This design comes from an exercise in tuning for small area on the open sky130 flow, not from production work.
The RTL was checked by simulation tests, not by an equivalence proof against the original design.
Power is estimated from default activity; no workload was simulated.

[flow/design.v]
module transpose_skew_buffer #(
    parameter int DIM  = 8,
    parameter int BITS = 8,
    parameter int SKEW = 1
) (
    input  logic                     clk,
    input  logic                     rst_n,
    input  logic                     clr,
    input  logic                     wr_valid,
    output logic                     wr_ready,
    input  logic [DIM-1:0][BITS-1:0] wr_data,
    input  logic                     mode,
    input  logic                     en,
    output logic [DIM-1:0][BITS-1:0] Aout,
    output logic                     out_valid,
    output logic                     tile_done,
    output logic                     busy
);
    localparam int LAST = (SKEW != 0) ? 2*DIM-2 : DIM-1;
    localparam int SW   = $clog2(LAST+2);
    localparam int IW   = (DIM > 1) ? $clog2(DIM) : 1;
    typedef enum logic {IDLE, DRAIN} state_t;
    logic [BITS-1:0]          bank_reg [2][DIM][DIM];
    logic [1:0]               full_reg;
    logic                     wr_bank_reg;
    logic                     rd_bank_reg;
    logic [IW-1:0]            wr_idx_reg;
    logic [SW-1:0]            step_reg;
    logic                     mode_reg;
    state_t                   state_reg;
    logic [DIM-1:0][BITS-1:0] aout_reg;
    logic                     out_valid_reg;
    logic                     tile_done_reg;
    logic                     busy_reg;
    logic                     wr_fire;
    logic                     drain_fire;
    logic                     last_step;
    logic [1:0]               full_set;
    logic [1:0]               full_clr;
    logic [DIM-1:0][BITS-1:0] lane_next;
    assign wr_fire    = wr_valid && !full_reg[wr_bank_reg];
    assign drain_fire = (state_reg == DRAIN) && en;
    assign last_step  = (step_reg == SW'(LAST));
    assign full_set   = (wr_fire && wr_idx_reg == IW'(DIM-1)) ? (2'b01 << wr_bank_reg) : 2'b00;
    assign full_clr   = (drain_fire && last_step) ? (2'b01 << rd_bank_reg) : 2'b00;
    for (genvar gi = 0; gi < DIM; gi++) begin : g_lane
        int              k;
        logic [IW-1:0]   kidx;
        logic [BITS-1:0] elem;
        always_comb begin
            k    = (SKEW != 0) ? int'(step_reg) - gi : int'(step_reg);
            kidx = k[IW-1:0];
            elem = '0;
            if (k >= 0 && k < DIM) begin
                elem = mode_reg ? bank_reg[rd_bank_reg][kidx][gi]
                                : bank_reg[rd_bank_reg][gi][kidx];
            end
        end
        assign lane_next[gi] = elem;
    end
    always_ff @(posedge clk or negedge rst_n) begin
        if (!rst_n) begin
            for (int b = 0; b < 2; b++)
                for (int r = 0; r < DIM; r++)
                    for (int c = 0; c < DIM; c++)
                        bank_reg[b][r][c] <= '0;
        end else if (clr) begin
            for (int b = 0; b < 2; b++)
                for (int r = 0; r < DIM; r++)
                    for (int c = 0; c < DIM; c++)
                        bank_reg[b][r][c] <= '0;
        end else if (wr_fire) begin
            for (int c = 0; c < DIM; c++)
                bank_reg[wr_bank_reg][wr_idx_reg][c] <= wr_data[DIM-1-c];
        end
    end
    always_ff @(posedge clk or negedge rst_n) begin
        if (!rst_n) begin
            full_reg      <= '0;
            wr_bank_reg   <= 1'b0;
            rd_bank_reg   <= 1'b0;
            wr_idx_reg    <= '0;
            step_reg      <= '0;
            mode_reg      <= 1'b0;
            state_reg     <= IDLE;
            aout_reg      <= '0;
            out_valid_reg <= 1'b0;
            tile_done_reg <= 1'b0;
            busy_reg      <= 1'b0;
        end else if (clr) begin
            full_reg      <= '0;
            wr_bank_reg   <= 1'b0;
            rd_bank_reg   <= 1'b0;
            wr_idx_reg    <= '0;
            step_reg      <= '0;
            mode_reg      <= 1'b0;
            state_reg     <= IDLE;
            aout_reg      <= '0;
            out_valid_reg <= 1'b0;
            tile_done_reg <= 1'b0;
            busy_reg      <= 1'b0;
        end else begin
            full_reg <= (full_reg & ~full_clr) | full_set;
            if (wr_fire) begin
                if (wr_idx_reg == IW'(DIM-1)) begin
                    wr_idx_reg  <= '0;
                    wr_bank_reg <= ~wr_bank_reg;
                end else begin
                    wr_idx_reg <= wr_idx_reg + 1'b1;
                end
            end
            case (state_reg)
                IDLE: begin
                    out_valid_reg <= 1'b0;
                    tile_done_reg <= 1'b0;
                    if (full_reg[rd_bank_reg]) begin
                        mode_reg  <= mode;
                        step_reg  <= '0;
                        state_reg <= DRAIN;
                        busy_reg  <= 1'b1;
                    end
                end
                DRAIN: begin
                    if (en) begin
                        aout_reg      <= lane_next;
                        out_valid_reg <= 1'b1;
                        if (last_step) begin
                            tile_done_reg <= 1'b1;
                            rd_bank_reg   <= ~rd_bank_reg;
                            if (full_reg[~rd_bank_reg]) begin
                                step_reg <= '0;
                                mode_reg <= mode;
                            end else begin
                                state_reg <= IDLE;
                                busy_reg  <= 1'b0;
                            end
                        end else begin
                            step_reg      <= step_reg + 1'b1;
                            tile_done_reg <= 1'b0;
                        end
                    end else begin
                        out_valid_reg <= 1'b0;
                        tile_done_reg <= 1'b0;
                    end
                end
                default: state_reg <= IDLE;
            endcase
        end
    end
    assign wr_ready  = !full_reg[wr_bank_reg];
    assign Aout      = aout_reg;
    assign out_valid = out_valid_reg;
    assign tile_done = tile_done_reg;
    assign busy      = busy_reg;
endmodule
[flow/run.sh]
#!/bin/bash
# synth_recipe.tcl (not shown) runs the flow's synth.tcl, then flattens the netlist and writes it again
# the make line also repeats each setting of config.mk as NAME=value (left out here)
make -C /OpenROAD-flow-scripts/flow DESIGN_CONFIG=/design/flow/config.mk WORK_HOME=/design/flow/orfs CLKGATE_MAP_FILE= SYNTH_SCRIPT=/design/flow/synth_recipe.tcl finish
[flow/config.mk]
export PLATFORM = sky130hd
export DESIGN_NAME = transpose_skew_buffer
export DESIGN_NICKNAME = transpose_skew_buffer
export VERILOG_FILES = /design/flow/design.v
export SDC_FILE = /design/flow/constraint.sdc
export NUM_CORES = 4
export LEC_CHECK = 0
export CAP_MARGIN = 20
export CORE_MARGIN = 2
export CORE_UTILIZATION = 40
export SLEW_MARGIN = 20
[flow/constraint.sdc]
create_clock -name core_clock -period 5.0 [get_ports {clk}]
set_input_delay 1.0000 -clock core_clock [delete_from_list [all_inputs] [get_ports {clk}]]
set_output_delay 1.0000 -clock core_clock [all_outputs]
set_load 0.01 [all_outputs]
==> notes.md <==
stage by stage:
step / instance area [sq um] / total power [W] / instances / utilization, %
floorplan: 60680 / 0.009741 / 7396 / -
global placement: 63850 / 0.01043 / 8974 / 42.48
detailed placement: 63870 / 0.01044 / 8975 / 42.49
CTS: 68210 / 0.02023 / 9210 / 45.38
global route: 68320 / 0.02071 / 9229 / 45.45
finish: 68440 / 0.02040 / 9277 / 45.53
cells in the mapped netlist (6+ instances only):
library cell,instances
sky130_fd_sc_hd__mux2i_1,128
sky130_fd_sc_hd__buf_1,66
sky130_fd_sc_hd__a32o_1,7
sky130_fd_sc_hd__a22o_1,65
sky130_fd_sc_hd__clkbuf_1,457
sky130_fd_sc_hd__a311oi_1,44
sky130_fd_sc_hd__o2111ai_1,14
sky130_fd_sc_hd__o22ai_1,26
sky130_fd_sc_hd__o21ai_0,181
sky130_fd_sc_hd__nor2b_1,15
sky130_fd_sc_hd__a222oi_1,118
sky130_fd_sc_hd__a2111oi_0,12
sky130_fd_sc_hd__a311o_1,12
sky130_fd_sc_hd__o41ai_1,7
sky130_fd_sc_hd__a221o_1,26
sky130_fd_sc_hd__and2_1,28
sky130_fd_sc_hd__nand3_1,178
sky130_fd_sc_hd__nor2_1,107
sky130_fd_sc_hd__o31ai_1,14
sky130_fd_sc_hd__nor3_1,35
sky130_fd_sc_hd__nor4_1,9
sky130_fd_sc_hd__and3_1,41
sky130_fd_sc_hd__nand2_1,2414
sky130_fd_sc_hd__buf_6,7
sky130_fd_sc_hd__a31oi_1,65
sky130_fd_sc_hd__buf_4,31
sky130_fd_sc_hd__nand2b_1,6
sky130_fd_sc_hd__o221ai_1,19
sky130_fd_sc_hd__a21oi_1,1222
sky130_fd_sc_hd__ha_1,20
sky130_fd_sc_hd__nand4_1,21
sky130_fd_sc_hd__a22oi_1,213
sky130_fd_sc_hd__mux4_2,42
sky130_fd_sc_hd__buf_2,249
sky130_fd_sc_hd__a211o_1,12
sky130_fd_sc_hd__o2bb2ai_1,11
sky130_fd_sc_hd__a221oi_1,140
sky130_fd_sc_hd__mux2_2,45
sky130_fd_sc_hd__a211oi_1,45
sky130_fd_sc_hd__a32oi_1,24
sky130_fd_sc_hd__o211ai_1,23
sky130_fd_sc_hd__dfrtp_1,1104
sky130_fd_sc_hd__inv_1,14
worst register-to-register path, stage by stage (launching register included):
cell                       delay, ns
sky130_fd_sc_hd__dfrtp_1        0.58
sky130_fd_sc_hd__inv_1          0.40
sky130_fd_sc_hd__ha_4           0.66
sky130_fd_sc_hd__buf_12         0.47
sky130_fd_sc_hd__a22oi_1        0.29
sky130_fd_sc_hd__a311oi_1       0.95
sky130_fd_sc_hd__a21oi_1        0.19
sky130_fd_sc_hd__a311o_1        0.47
sky130_fd_sc_hd__a21oi_1        0.16
power by group:
group / switching, W / total [W] / internal, W / leakage, nW
combinational: 0.000970 / 0.00121 / 0.000238 / 8.23
clock: 0.00435 / 0.0101 / 0.00571 / 2.13
sequential: 0.000120 / 0.00914 / 0.00901 / 15.4
metal layers:
layer  track usage, %  part of all wire (%)
met2            61.93                    38
met5           0.4310                  0.12
met1            57.53                    34
met3            25.38                    17
met4            39.86                    10
area by class of cell:
class                           count  area (sq um)
Timing Repair Buffer              379          3824
Tap cell                         2016          2522
Antenna cell                       61         152.6
Clock inverter                     44         430.4
Sequential cell                  1104         27640
Multi-Input combinational cell   5464         29890
Clock buffer                      191          3913
Fill cell                       14850         81870
Inverter                           18         73.82
logic make-up (layout without fill, tap and decap cells):
| logic type | count (synthesis) | after routing | synth area share, % |
|---|---|---|---|
| and+or+nand+nor | 2885 | 2885 | 19.02 |
| AOI/OAI and AO/OA | 2335 | 2335 | 24.41 |
| DFF | 1104 | 1104 | 45.53 |
| buffers and inverters | 828 | 632 | 5.914 |
| muxes | 215 | 215 | 4.506 |
| adders and majority gates | 20 | 20 | 0.4124 |
| xor gates and xnor gates | 9 | 9 | 0.2041 |
| other | 0 | 61 | 0 |
path summary, 6_finish.rpt:
path	end
worst min register to register	bank_reg[97][7]$_DFFE_PN0P_
worst max register to register	aout_reg[59]$_DFFE_PN0P_
worst max-delay path	aout_reg[59]$_DFFE_PN0P_
min in group core_clock	bank_reg[97][7]$_DFFE_PN0P_
max in group asynchronous	bank_reg[82][2]$_DFFE_PN0P_
worst min-delay path	wr_idx_reg[0]$_DFFE_PN0P_
==> metrics.md <==
| Metric | Value |
|---|---|
| Area share of the leading cell type in the synthesized netlist | between 40% and 50% |
| Last weighted congestion value of the routability-driven placer | 1.136 |
| Run status | no timing/DRC/antenna violations |
| R2r worst-path depth | 8 |
| Max-cap violations | 0 |
| R2r startpoint | step_reg[1]$_DFFE_PN0P_ |
| Data required time of the critical path | ~5.7 ns |
| Total congestion overflow | 0 |
| Syn_nets | approximately 7,500 |
| Setup-failing EPs final | 0 |
| Worst setup timing slack at the placement stage | between 1 and 1.5 ns |
| Number of antenna violations at the first check in global routing | 76 |
| Detailed Route Iter0 Violations | approximately 14,000 |
| Arr. time, crit path | approximately 5 ns |
| Count of nets left with antenna violations after detail routing | 0 |
| Routed length per instance | 41.04 um |
| Critical path's largest stage delay | roughly 0.95 ns |
| Die X | about 390 um |
| Standby leakage power | 25.74 nW |
| Share of final-layout standard cells stronger than drive strength 1 | roughly 9% |
| Worst-path cell chain | inv_1 -> ha_4 -> buf_12 -> a22oi_1 -> a311oi_1 -> a21oi_1 -> a311o_1 -> a21oi_1 |
| Height of the die | a little under 400 um |
| Clock sinks | about 1,100 |
| Peak fanout along the critical path | 90 |
| Commonest cells after routing, fill and taps aside | 2,397 x sky130_fd_sc_hd__nand2_1, 1,221 x sky130_fd_sc_hd__a21oi_1, 1,100 x sky130_fd_sc_hd__dfrtp_1, 212 x sky130_fd_sc_hd__a22oi_1, 187 x sky130_fd_sc_hd__buf_4 |
| Number of buffers and inverters on the critical path | 2 |
| Number of global-route vias before repair | a little over 60,000 |
| Slew Limit Fails | 0 |
| Cell types occupying the most area after synthesis | sky130_fd_sc_hd__dfrtp_1 46%, sky130_fd_sc_hd__nand2_1 15%, sky130_fd_sc_hd__a21oi_1 10% |
| Sequential cell area fraction in the yosys report | between 40% and 50% |
| Area of the core region | between 150,000 and 200,000 sq um |
| Start-to-end type of the worst setup path | register to register |
| Vias per cell | 7.301 |
| Number of enable-type register cells in the synthesized netlist | 0 |
| Share of async-settable or async-resettable flops after synthesis | 100.0% |
| Source-to-sink clock delay at the later pin of the worst-skew pair | slightly above 0.8 ns |
| Beginning of the critical path | step_reg[1]$_DFFE_PN0P_ |
| Smallest hold slack | 0.1921 ns |
| TritonCTS clock tree | yes |
| Logic depth of the worst path, buffers included | 8 |
| Warnings from Yosys | 2 |
| HP Class | input port to async pin |
| Setup repair after global routing missed its margin | no |
| Largest net degree at the start of global routing | roughly 210 |
| Total power divided by cell area | 298.1 nW/um^2 |
| Slew HR | under 10% |
| Clock root cell | sky130_fd_sc_hd__clkbuf_16 |
| Max clock buf depth | 3 |
| Worst slew pin tran | around 1.4 ns |
| Clock input transition at the sequential cells of the worst setup and hold paths | about 0.060 ns |
| Slack of the worst reg-to-reg path | between 0.7 and 0.8 ns |
| Critical-path cell with the highest stage delay | sky130_fd_sc_hd__a311oi_1 |
| Register bit count reported by yosys | 1,104 |
| Starting density of the core | between 40% and 50% |
| Shortest clock period the worst path allows after layout | roughly 4.3 ns |
| Final worst-path cycle share | a little under nine tenths |
| Element type at the critical path start | register |
| Count of H-tree levels built during CTS | 4 |
| Yosys cell types | slightly below 80 |
| Flip-flop count of the largest register after layout | 1,024 |
| Most frequent standard cell in the layout excluding fill and tap cells | sky130_fd_sc_hd__nand2_1 |
| Die Footprint | ~150,000 sq um |
| Hold bufs inserted after CTS | 0 |
| Number of hold violations in the final report | 0 |
| Largest delay share family, worst path | compound AO/OA/AOI/OAI gates |
| Inserted Clock Buffers | approximately 130 |
| Mean instance size in the synthesized netlist | between 8 and 9 sq um |
| Peak VDD IR | a little under 0.4 mV |
| Worst Skew | 0.04074 ns |
| CP dominant cell by count | sky130_fd_sc_hd__a21oi_1 |
| Highest achievable clock rate | 234.8 MHz |
| Commonest register cell after synthesis | sky130_fd_sc_hd__dfrtp_1 |
| Post-CTS resize count | 0 |
| Total routing resource utilization after global routing | about 48% |
| Final WS setup | 0.7402 ns |
| DRC Markers | 0 |
| Port Buffers | 137 |
| Hpwl dp | 242,400 um |
| Post-CTS setup-driven buffer insertion count | 0 |
| Placement row count | between 100 and 150 |
| Mapped Area | between 60,000 and 70,000 sq um |
| Endpoint kind of the worst setup timing path | register |
| Yosys top cell by area | sky130_fd_sc_hd__dfrtp_1 |
| First drt pass iteration count | 13 |
| Setup_tns | 0 ns |
| Final layout net count | 7,189 |
| Num ports | approximately 140 |
| Vias after detailed routing | about 68,000 |
| Global-route wire length before repair | between 500,000 and 600,000 um |
| Layout-stage area growth over the synthesis result | 12.80% |
| Final routed wirelength across all metal layers | ~380,000 um |
| Gate Count Post-Synth | approximately 7,400 |

## port drivers added, routing unchanged
The flow's constraints put no driver on any port. The routed layout listed below was extracted and timed again, unchanged, in two steps.
Step 1 (the two cells are an assumption about what drives the block):
set clk [get_ports {clk}]
set_driving_cell -lib_cell sky130_fd_sc_hd__clkbuf_16 $clk
set_driving_cell -lib_cell sky130_fd_sc_hd__buf_2 [delete_from_list [all_inputs] $clk]
Step 2 adds t to the input delays and takes it off the output delays; t is the mean of the earliest and latest rising clock arrival at the registers after step 1. Input paths then give back, and output paths get back, about the clock's delay inside the block.
Slacks: ideal ports / drivers / drivers and shift; pairs: ideal ports / drivers.
t (ns): 0.907
slack for setup (ns): 0.740 / 0.740 / 0.740
hold slack, ns: 0.192 / 0.155 / 0.524
worst data-port slew with drivers (ns): 0.44
cell pins on the clock port's net: 1
After both steps this run still meets setup and hold. For this run, drivers alone change the setup slack by 0.000 ns; drivers and shift together by 0.000 ns.
